This is an optimization exercise on Yosys and OpenROAD, whose aim is small area, a short achievable clock period and few clock cycles per item, not a production implementation.
Only simulation tests tie the RTL to the original design; equivalence was not proved.
Power figures rest on the tool's default switching activity, not on a simulated workload.

## sparse_int_array_store
module sparse_int_array_store
#(
    parameter int ENTRIES = 16
) (
    input  logic        clk,
    input  logic        rst_n,
    input  logic        req_valid,
    output logic        req_ready,
    input  logic [2:0]  req_action,
    input  logic [31:0] req_index,
    input  logic [31:0] req_operand,
    output logic        rsp_valid,
    input  logic        rsp_ready,
    output logic [31:0] rsp_result_value,
    output logic        rsp_status
);
    localparam int N = ENTRIES;
    logic [N-1:0] used;
    logic [31:0]  tidx [N];
    logic [31:0]  tval [N];
    logic         ready_q;       
    logic         busy_q;        
    logic         v0;
    logic [2:0]   act0;
    logic [31:0]  idx0;
    logic [31:0]  opnd0;
    logic [N-1:0] match0;
    logic         near0;
    logic         same0;
    logic         v1;
    logic [31:0]  idx1;
    logic [31:0]  p1;            
    logic [31:0]  g1;            
    logic         postinc1;
    logic         hit1;
    logic [N-1:0] match1;
    logic         same1;
    logic         store1;
    logic         resold1;
    logic         unused1;
    logic         lexists;
    logic [N-1:0] lslot;
    logic [31:0]  lval;          
    logic         hv, tv;
    logic [31:0]  hval, tval_q;
    logic         hst, tst;
    logic [N-1:0] match_in;
    logic         near_in;
    logic         same_in;
    always_comb
    begin
        for (int s = 0; s < N; s++)
  ...
clock: 9.0 ns
lec_check: 0
cap_margin: 20
core_margin: 2
core_utilization: 40
cts_cluster_diameter: 80
cts_cluster_size: 24
slew_margin: 20
tns_end_percent: 10
standard.sh (not shown) runs the stock make flow with config.mk's settings and CLKGATE_MAP_FILE= SYNTH_SCRIPT=/design/flow/synth_recipe.tcl, a recipe that flattens the netlist after the stock synthesis.
==> flow/flow/run.sh <==
#!/bin/bash
set -euo pipefail
MARGIN=$(cat flow/margin.txt)
bash standard.sh synth > synth.log 2>&1
bash standard.sh SETUP_SLACK_MARGIN="$MARGIN" finish > layout.log 2>&1
==> flow/flow/margin.txt <==
6.0
Testbench counts at the start, summed over its fixed seeds: cycles 8,024, items 8,000.
Then changed:
Settings changed: CAP_MARGIN 20 to 5, SLEW_MARGIN 20 to 5, TNS_END_PERCENT 10 to default.
Outcome: The new run finished clean; die area stays the same; utilization goes up by 0.26 points; count of clock-buffer cells in the layout decreases by 8; synthesized cell count is unchanged.
Then changed:
==> flow/flow/margin.txt (replaced) <==
5.85
Settings changed: CAP_MARGIN 5 to 20, SLEW_MARGIN 5 to 20.
Outcome:
- The changed run went through all stages and came out clean
- sequential share of layout area goes up by 1.3 points
- routed wire length goes up by 0.71%
- final area goes down by 2.1%
- setup slack gets worse by 0.047 ns
- die area is unchanged
- global-route usage goes up by 0.11 points
- count of clock-buffer cells in the layout goes up by 7
- cell count goes down by 0.90%
Then changed:
==> flow/flow/margin.txt (replaced) <==
6.0
Settings changed: CORE_UTILIZATION 40 to 55.
Worst hold slack gains 0.0040 ns.
Wire length rose by 2.7%.
Fmax increases by 1.8%.
Die area went down by 27%.
Power went up by about 1.5%.
Worst setup slack improves by 0.056 ns.
Cell area came out higher by about 0.8%.
First-iteration DRC count came out higher by 14%.
Non-clock buffer count goes up by 33.
Synthesized area does not change.
Global-route usage rises by 11 points.


The RTL this note starts from:
==> flow/design.v <==
`timescale 1ns / 1ps
package sia_pkg;
    localparam logic [2:0] ACT_READ  = 3'd0;
    localparam logic [2:0] ACT_WRITE = 3'd1;
    localparam logic [2:0] ACT_ADD   = 3'd2;
    localparam logic [2:0] ACT_PREINC = 3'd3;
    localparam logic [2:0] ACT_POSTINC = 3'd4;
    localparam logic STAT_DONE = 1'b0;
    localparam logic STAT_FULL = 1'b1;
    typedef struct packed {
        logic        used;
        logic [31:0] index;
        logic [31:0] value;
    } entry_t;
    localparam int ENTRY_W = 1 + 32 + 32;   
    typedef struct packed {
        logic hit;
        logic free;
    } scan_flags_t;
    typedef enum logic [4:0] {
        ST_CLEAR  = 5'b00001,
        ST_IDLE   = 5'b00010,
        ST_SCAN   = 5'b00100,
        ST_DRAIN  = 5'b01000,
        ST_COMMIT = 5'b10000
    } state_t;
endpackage
`timescale 1ns / 1ps
module sia_ram #(
    parameter int WIDTH = 8,
    parameter int DEPTH = 16
) (
    input  logic                                   clk,
    input  logic                                   we,
    input  logic [(DEPTH > 1 ? $clog2(DEPTH) : 1)-1:0] waddr,
    input  logic [WIDTH-1:0]                       wdata,
    input  logic                                   re,
    input  logic [(DEPTH > 1 ? $clog2(DEPTH) : 1)-1:0] raddr,
    output logic [WIDTH-1:0]                       rdata
);
    logic [WIDTH-1:0] mem [DEPTH];
    always_ff @(posedge clk)
    begin
        if (we)
        begin
            mem[waddr] <= wdata;
        end
    end
    always_ff @(posedge clk)
    begin
        if (re)
        begin
            rdata <= mem[raddr];
        end
    end
endmodule
`timescale 1ns / 1ps
module sia_scan
#(
    parameter int AW = 4
) (
    input  logic               clk,
    input  logic               rst_n,
    input  logic               start,
    input  logic               chk_valid,
    input  logic [AW-1:0]      chk_addr,
    input  logic [sia_pkg::ENTRY_W-1:0] rd_data,
    input  logic [31:0]        key,
    output logic [1:0]         flags,
    output logic [AW-1:0]      hit_slot,
    output logic [AW-1:0]      free_slot,
    output logic [31:0]        hit_value
);
    sia_pkg::entry_t      ent;
    sia_pkg::scan_flags_t flags_reg;
    logic        match;
    logic        take_free;
    logic [AW-1:0] hit_slot_reg;
    logic [AW-1:0] free_slot_reg;
    logic [31:0]   hit_value_reg;
    assign ent       = sia_pkg::entry_t'(rd_data);
    assign match     = chk_valid && ent.used && (ent.index == key) && !flags_reg.hit;
    assign take_free = chk_valid && !ent.used && !flags_reg.free;
    always_ff @(posedge clk or negedge rst_n)
    begin
        if (!rst_n)
        begin
            flags_reg <= '0;
        end
        else if (start)
        begin
            flags_reg <= '0;
        end
        else
        begin
            if (match)
            begin
                flags_reg.hit <= 1'b1;
            end
            if (take_free)
            begin
                flags_reg.free <= 1'b1;
            end
        end
    end
    always_ff @(posedge clk)
    begin
        if (match)
        begin
            hit_slot_reg  <= chk_addr;
            hit_value_reg <= ent.value;
        end
        if (take_free)
        begin
            free_slot_reg <= chk_addr;
        end
    end
    assign flags     = flags_reg;
    assign hit_slot  = hit_slot_reg;
    assign free_slot = free_slot_reg;
    assign hit_value = hit_value_reg;
endmodule
`timescale 1ns / 1ps
module sparse_int_array_store
#(
    parameter int ENTRIES = 16
) (
    input  logic        clk,
    input  logic        rst_n,
    input  logic        req_valid,
    output logic        req_ready,
    input  logic [2:0]  req_action,
    input  logic [31:0] req_index,
    input  logic [31:0] req_operand,
    output logic        rsp_valid,
    input  logic        rsp_ready,
    output logic [31:0] rsp_result_value,
    output logic        rsp_status
);
    localparam int N = ENTRIES;
    logic [N-1:0] used;
    logic [31:0]  tidx [N];
    logic [31:0]  tval [N];
    logic         ready_q;       
    logic         busy_q;        
    logic         v0;
    logic [2:0]   act0;
    logic [31:0]  idx0;
    logic [31:0]  opnd0;
    logic [N-1:0] match0;
    logic         near0;
    logic         same0;
    logic         v1;
    logic [31:0]  idx1;
    logic [31:0]  p1;            
    logic [31:0]  g1;            
    logic         postinc1;
    logic         hit1;
    logic [N-1:0] match1;
    logic         same1;
    logic         store1;
    logic         resold1;
    logic         unused1;
    logic         lexists;
    logic [N-1:0] lslot;
    logic [31:0]  lval;          
    logic         lwe;           
    logic         hv, tv;
    logic [31:0]  hval, tval_q;
    logic         hst, tst;
    logic [N-1:0] match_in;
    logic         near_in;
    logic         same_in;
    always_comb
    begin
        for (int s = 0; s < N; s++)
            match_in[s] = used[s] && (tidx[s] == req_index);
        near_in = v1 && (req_index == idx1);
        same_in = v0 ? (req_index == idx0) : (v1 && !commit && (req_index == idx1));
    end
    logic [N-1:0] match;
    logic [31:0]  oldm;
    logic         hitm;
    logic         samem;
    logic [31:0]  addm;
    logic [31:0]  oldv;
    always_comb
    begin
        match = (match0 & used) | (lslot & {N{lexists && near0}});
        oldm = '0;
        for (int s = 0; s < N; s++)
            oldm = oldm | (tval[s] & {32{match0[s]}});
        hitm  = |match;
        samem = same0;
        case (act0)
            3'd1, 3'd2: addm = opnd0;
            3'd3, 3'd4: addm = 32'd1;
            default:    addm = 32'd0;
        endcase
        if (act0 == 3'd1)
            oldv = 32'd0;
        else if (samem)
            oldv = sum & {32{!failx}};
        else if (near0)
            oldv = lval;
        else
            oldv = oldm;
    end
    logic [31:0]  sum;
    logic         zero;
    logic         nz;
    logic         hitc;
    logic [N-1:0] hslot;
    logic [N-1:0] fslot;
    logic         full;
    logic         failx;
    logic         fail;
    logic [N-1:0] slotc;
    logic [31:0]  res;
    logic         commit;
    logic         space1;
    logic         mv01;
    always_comb
    begin
        logic [31:0] g, p, gn, pn;
        g = g1;
        p = p1;
        for (int d = 1; d < 32; d = d * 2)
        begin
            gn = g;
            pn = p;
            for (int i = d; i < 32; i++)
            begin
                gn[i] = g[i] | (p[i] & g[i-d]);
                pn[i] = p[i] & p[i-d];
            end
            g = gn;
            p = pn;
        end
        sum = p1 ^ {g[30:0], 1'b0};
    end
    always_comb
    begin
        logic [31:0] x, c;
        x = p1;
        c = {p1[30:0] | g1[30:0], 1'b0};
        zero = &(~(x ^ c));
    end
    assign nz = !zero;
    assign hitc  = same1 ? lexists : hit1;
    assign hslot = same1 ? lslot : match1;
    assign full  = &used;
    always_comb
    begin
        fslot = '0;
        for (int s = N - 1; s >= 0; s--)
            if (!used[s])
                fslot = N'(1) << s;
    end
    assign failx = store1 && !hitc && full;
    assign fail  = failx && nz;
    assign slotc = hitc ? hslot : fslot;
    assign res   = (unused1 || fail) ? 32'd0 : (resold1 ? (p1 ^ {31'd0, postinc1}) : sum);
    logic pop;
    logic v0_n, v1_n, hv_n, tv_n, ready_n;
    assign commit = v1 && !tv;
    assign space1 = !v1 || commit;
    assign mv01   = v0 && space1;
    assign pop    = hv && rsp_ready;
    always_comb
    begin
        v0_n = ready_q ? req_valid : v0;
        v1_n = mv01 || (v1 && !commit);
        if (tv)
        begin
            hv_n = 1'b1;
            tv_n = !pop;
        end
        else if (hv)
        begin
            hv_n = !pop || commit;
            tv_n = !pop && commit;
        end
        else
        begin
            hv_n = commit;
            tv_n = 1'b0;
        end
        ready_n = !v0_n || !v1_n || !tv_n;
    end
    always_ff @(posedge clk or negedge rst_n)
    begin
        if (!rst_n)
        begin
            ready_q <= 1'b1;
            busy_q  <= 1'b0;
            v0      <= 1'b0;
            v1      <= 1'b0;
            hv      <= 1'b0;
            tv      <= 1'b0;
            used    <= '0;
            lwe     <= 1'b0;
        end
        else
        begin
            ready_q <= ready_n;
            busy_q  <= !ready_n;
            v0      <= v0_n;
            v1      <= v1_n;
            hv      <= hv_n;
            tv      <= tv_n;
            if (commit)
                lwe <= 1'b1;
            for (int s = 0; s < N; s++)
                if (commit && store1 && slotc[s])
                    used[s] <= nz;
        end
    end
    always_ff @(posedge clk)
    begin
        if (ready_q)
        begin
            act0  <= req_action;
            idx0  <= req_index;
            opnd0 <= req_operand;
            match0 <= match_in;
            near0 <= near_in;
            same0 <= same_in;
        end
        if (mv01)
        begin
            idx1    <= idx0;
            hit1    <= hitm;
            match1  <= match;
            same1   <= samem;
            store1  <= (act0 >= 3'd1) && (act0 <= 3'd4);
            resold1 <= (act0 == 3'd0) || (act0 == 3'd4);
            postinc1 <= (act0 == 3'd4);
            p1      <= oldv ^ addm;
            g1      <= oldv & addm;
            unused1 <= (act0 >= 3'd5);
        end
        if (commit)
        begin
            lslot   <= slotc;
            lval    <= sum & {32{!failx}};
            lexists <= store1 ? (nz && !fail) : hitc;
        end
        for (int s = 0; s < N; s++)
        begin
            if (fslot[s])
                tidx[s] <= idx1;
            if (lwe && lslot[s])
                tval[s] <= lval;
        end
        if (commit)
        begin
            tval_q <= res;
            tst    <= fail;
        end
        if (!hv || pop)
        begin
            if (tv)
            begin
                hval <= tval_q;
                hst  <= tst;
            end
            else
            begin
                hval <= res;
                hst  <= fail;
            end
        end
    end
    assign req_ready        = !busy_q;
    assign rsp_valid        = hv;
    assign rsp_result_value = hval;
    assign rsp_status       = hst;
endmodule
clock: 9.0 ns
lec_check: 0
cap_margin: 5
core_margin: 2
core_utilization: 40
cts_cluster_diameter: 80
cts_cluster_size: 24
slew_margin: 5
==> flow/flow/margin.txt <==
6.15
Scripts as last shown in full above: flow/flow/run.sh
The starting point passed the timing, design-rule and antenna checks.
Testbench counts at the start, summed over its fixed seeds: cycles 8,024, items 8,000.
Edit:
==> flow/flow/margin.txt (replaced) <==
6.0
Combinational power shrinks by roughly a tenth; clock skew shrinks by 0.010 ns; worst setup slack gets better by 0.084 ns; maximum frequency rose by a few percent; routed wire length came out lower slightly; final cell count shrinks slightly; via count came out lower slightly.
Edit:
--- a/flow/config.mk
+++ b/flow/config.mk
@@ -6,8 +6,8 @@
 export NUM_CORES = 4
 export LEC_CHECK = 0
-export CAP_MARGIN = 5
+export CAP_MARGIN = 20
 export CORE_MARGIN = 2
 export CORE_UTILIZATION = 40
 export CTS_CLUSTER_DIAMETER = 80
 export CTS_CLUSTER_SIZE = 24
-export SLEW_MARGIN = 5
+export SLEW_MARGIN = 20
=>
- worst setup slack hardly moves
- critical path depth does not change
- area after synthesis is unchanged
- count of clock-buffer cells in the layout goes down by 4

## static timing again, ports no longer ideal
The results above use ideal ports. As a check the final layouts listed here were re-extracted and re-timed, cells and wires unchanged.
Step 1 sets driving cells, clkbuf_16 on the clock port and buf_2 on the other inputs (assumed; they add their load-dependent delay and slew).
Step 2, shift: input delay + t, output delay - t, t = (earliest + latest rising clock arrival at the registers) / 2. This alone moves slack from input paths to output paths.
a / b / c = ideal ports / drivers / drivers and shift; a / b = the first two.
run | t, ns | setup WS [ns] | slew at the worst register clock pin (ns) | cell pins on the clock port's net
the first run of note 1 | 0.784 | 5.809 / 5.739 / 5.176 | 0.11 / 0.11 | 1
the second run of note 1 | 0.764 | 5.911 / 5.843 / 5.196 | 0.10 / 0.10 | 1
the third run of note 1 | 0.762 | 5.864 / 5.813 / 5.153 | 0.11 / 0.11 | 1
the fourth run of note 1 | 0.756 | 5.920 / 5.899 / 5.274 | 0.11 / 0.11 | 1
the first run of note 2 | 0.755 | 5.861 / 5.878 / 5.148 | 0.11 / 0.11 | 1
the second run of note 2 | 0.772 | 5.945 / 5.872 / 5.214 | 0.10 / 0.10 | 1
the third run of note 2 | 0.771 | 5.945 / 5.872 / 5.206 | 0.11 / 0.11 | 1
After both steps setup and hold are still met in every run listed. The setup slack of the third run of note 2, which loses most, moves by -0.073 ns with the drivers and by -0.739 ns with both steps.
